Context: an optimization exercise on an open-source flow, tuned for small area, a short achievable clock period and few clock cycles per item. The choices shown serve that exercise and are no tape-out recipe.
Function was checked by simulation only, so behaviour that the tests miss may differ from the original.

==> violet <==
==> flow/design.v (excerpt) <==
module stick_deadzone_conditioner_top (
  input  logic        clk_i,
  input  logic        rst_ni,
  input  logic        start_i,
  output logic        busy_o,
  input  logic [15:0] raw_x_i,
  input  logic [15:0] raw_y_i,
  output logic        done_o,
  output logic [15:0] out_x_o,
  output logic [15:0] out_y_o,
  input  logic        cfg_we_i,
  input  logic [1:0]  cfg_idx_i,
  input  logic [14:0] cfg_wdata_i
);
  logic [1:0]  mode_q;
  logic [14:0] scale_q;
  logic [14:0] zone_q;
  always_ff @(posedge clk_i or negedge rst_ni) begin
    if (!rst_ni) begin
      mode_q  <= 2'd0;
      scale_q <= 15'd32767;
      zone_q  <= 15'd0;
    end else if (cfg_we_i) begin
      case (cfg_idx_i)
        2'd0: mode_q  <= cfg_wdata_i[1:0];
        2'd1: scale_q <= cfg_wdata_i;
        2'd2: zone_q  <= cfg_wdata_i;
        default: ;
      endcase
    end
  end
  assign busy_o = 1'b0;
  logic        is2;
  logic [14:0] zeff;
  ...
Settings: LEC_CHECK=0, CAP_MARGIN=20, CORE_MARGIN=2, CORE_UTILIZATION=45, CTS_CLUSTER_DIAMETER=120, CTS_CLUSTER_SIZE=30, PLACE_DENSITY=0.6, SLEW_MARGIN=20; clock period 10.0 ns.
run.sh (not shown) runs the stock make flow with config.mk's settings and CLKGATE_MAP_FILE= SYNTH_SCRIPT=/design/flow/synth_recipe.tcl, a recipe that flattens the netlist after the stock synthesis.
==> indigo (differences from violet) <==
Settings changed: CORE_UTILIZATION 45 to 50, CTS_CLUSTER_DIAMETER 120 to 100, CTS_CLUSTER_SIZE 30 to 24, PLACE_DENSITY 0.6 to 0.65.
==> pepper (differences from violet) <==
--- a/flow/design.v
+++ b/flow/design.v
@@ -10488,14 +10488,14 @@
   logic [14:0] zeff;
   logic [15:0] dd_q;
   logic [14:0] zeff_q, deff_q;
   assign is2     = (mode_q == 2'd2);
   assign zeff    = (is2 || (mode_q == 2'd1)) ? zone_q : 15'd0;
+  assign deff_q = (dd_q[15] || (dd_q == 16'd0)) ? 15'd1 : dd_q[14:0];
   always_ff @(posedge clk_i) begin
     zeff_q <= zeff;
     dd_q   <= {1'b0, scale_q} - {1'b0, zeff};
-    deff_q <= (dd_q[15] || (dd_q == 16'd0)) ? 15'd1 : dd_q[14:0];
   end
   logic        we1_q, we2_q;
   logic [3:0]  r_sh;
   logic [30:0] r_q;
   always_ff @(posedge clk_i or negedge rst_ni) begin
Settings changed: CAP_MARGIN 20 to 50, CTS_CLUSTER_DIAMETER 120 to 100, CTS_CLUSTER_SIZE 30 to 24, SLEW_MARGIN 20 to 85.
==> notes <==
- In synthesized area, pepper and indigo hardly differ.
- Cell area, lowest first: violet, indigo, pepper.
- Of violet and pepper, pepper has the higher utilization (gap 7.5 points).
- Via count, lowest first: violet, indigo, pepper.
- In indigo the synthesized cell count is higher than in pepper, by 0.26%.
Testbench counts of violet, summed over its fixed seeds: cycles 17,336, items 16,384.
Testbench counts of indigo, summed over its fixed seeds: cycles 17,336, items 16,384.
Testbench counts of pepper, summed over its fixed seeds: cycles 17,336, items 16,384.

---

==> run B <==
stick_deadzone_conditioner_top with an RTL version that a note above also has.
clock: 10.0 ns
lec_check: 0
cap_margin: 20
core_margin: 2
core_utilization: 45
cts_cluster_diameter: 100
cts_cluster_size: 24
place_density: 0.6
slew_margin: 78
==> run Z (differences from run B) <==
--- a/flow/config.mk
+++ b/flow/config.mk
@@ -9,6 +9,6 @@
 export CORE_MARGIN = 2
 export CORE_UTILIZATION = 45
 export CTS_CLUSTER_DIAMETER = 100
 export CTS_CLUSTER_SIZE = 24
 export PLACE_DENSITY = 0.6
-export SLEW_MARGIN = 78
+export SLEW_MARGIN = 20
==> run R (differences from run B) <==
--- a/flow/design.v
+++ b/flow/design.v
@@ -10488,14 +10488,14 @@
   logic [14:0] zeff;
   logic [15:0] dd_q;
   logic [14:0] zeff_q, deff_q;
   assign is2     = (mode_q == 2'd2);
   assign zeff    = (is2 || (mode_q == 2'd1)) ? zone_q : 15'd0;
-  assign deff_q = (dd_q[15] || (dd_q == 16'd0)) ? 15'd1 : dd_q[14:0];
   always_ff @(posedge clk_i) begin
     zeff_q <= zeff;
     dd_q   <= {1'b0, scale_q} - {1'b0, zeff};
+    deff_q <= (dd_q[15] || (dd_q == 16'd0)) ? 15'd1 : dd_q[14:0];
   end
   logic        we1_q, we2_q;
   logic [3:0]  r_sh;
   logic [30:0] r_q;
   always_ff @(posedge clk_i or negedge rst_ni) begin
--- a/flow/config.mk
+++ b/flow/config.mk
@@ -8,7 +8,7 @@
 export CAP_MARGIN = 20
 export CORE_MARGIN = 2
 export CORE_UTILIZATION = 45
 export CTS_CLUSTER_DIAMETER = 100
 export CTS_CLUSTER_SIZE = 24
-export PLACE_DENSITY = 0.6
-export SLEW_MARGIN = 78
+export PLACE_DENSITY = 0.5
+export SLEW_MARGIN = 20
==> notes <==
Die area is about the same in run Z and run R. In run R the via count is smaller than in run Z, by about 1.4%. Run R produced a clean layout. Run B completed with no timing, DRC or antenna violations. Run Z finished but failed the layout checks on antenna rules. Utilization, lowest first: run R, run Z, run B. Of run R and run B, run R has the higher sequential share of layout area (gap 1.3 points). Non-clock buffer count: run B > run R > run Z.
Testbench counts of run B, summed over its fixed seeds: cycles 17,336, items 16,384.
Testbench counts of run Z, summed over its fixed seeds: cycles 17,336, items 16,384.
Testbench counts of run R, summed over its fixed seeds: cycles 17,336, items 16,384.

==> re-timing with driven ports <==
In the flow no input, the clock included, has a driving cell. The finished layouts below were timed again as built, in two steps.
Step 1: set_driving_cell puts a clkbuf_16 on clk_i and a buf_2 on each other input, an assumption about the parent block.
Step 2 adds t to the input delays and takes it off the output delays; t is the mean of the earliest and latest rising clock arrival at the registers after step 1. Input paths then give back, and output paths get back, about the clock's delay inside the block.
a / b / c = ideal / step 1 / step 2; a / b = the first two.
run | t (ns) | slack for setup (ns) | hold WS [ns] | worst setup path after step 2 | pins driven straight from the clock port
violet | 0.906 | 5.968 / 5.968 / 5.968 | 0.276 / 0.276 / 0.276 | register to register | 1
indigo | 0.937 | 5.945 / 5.945 / 5.945 | 0.299 / 0.299 / 0.299 | register to register | 1
pepper | 0.950 | 0.436 / 0.436 / 0.436 | 0.285 / 0.285 / 0.285 | register to register | 1
run B | 0.951 | 6.113 / 6.010 / 6.140 | 0.260 / 0.260 / 0.260 | register to register | 1
run Z | 0.956 | 5.981 / 5.974 / 5.981 | 0.270 / 0.270 / 0.270 | register to register | 1
run R | 0.979 | 5.907 / 5.907 / 5.907 | 0.293 / 0.293 / 0.293 | register to register | 1
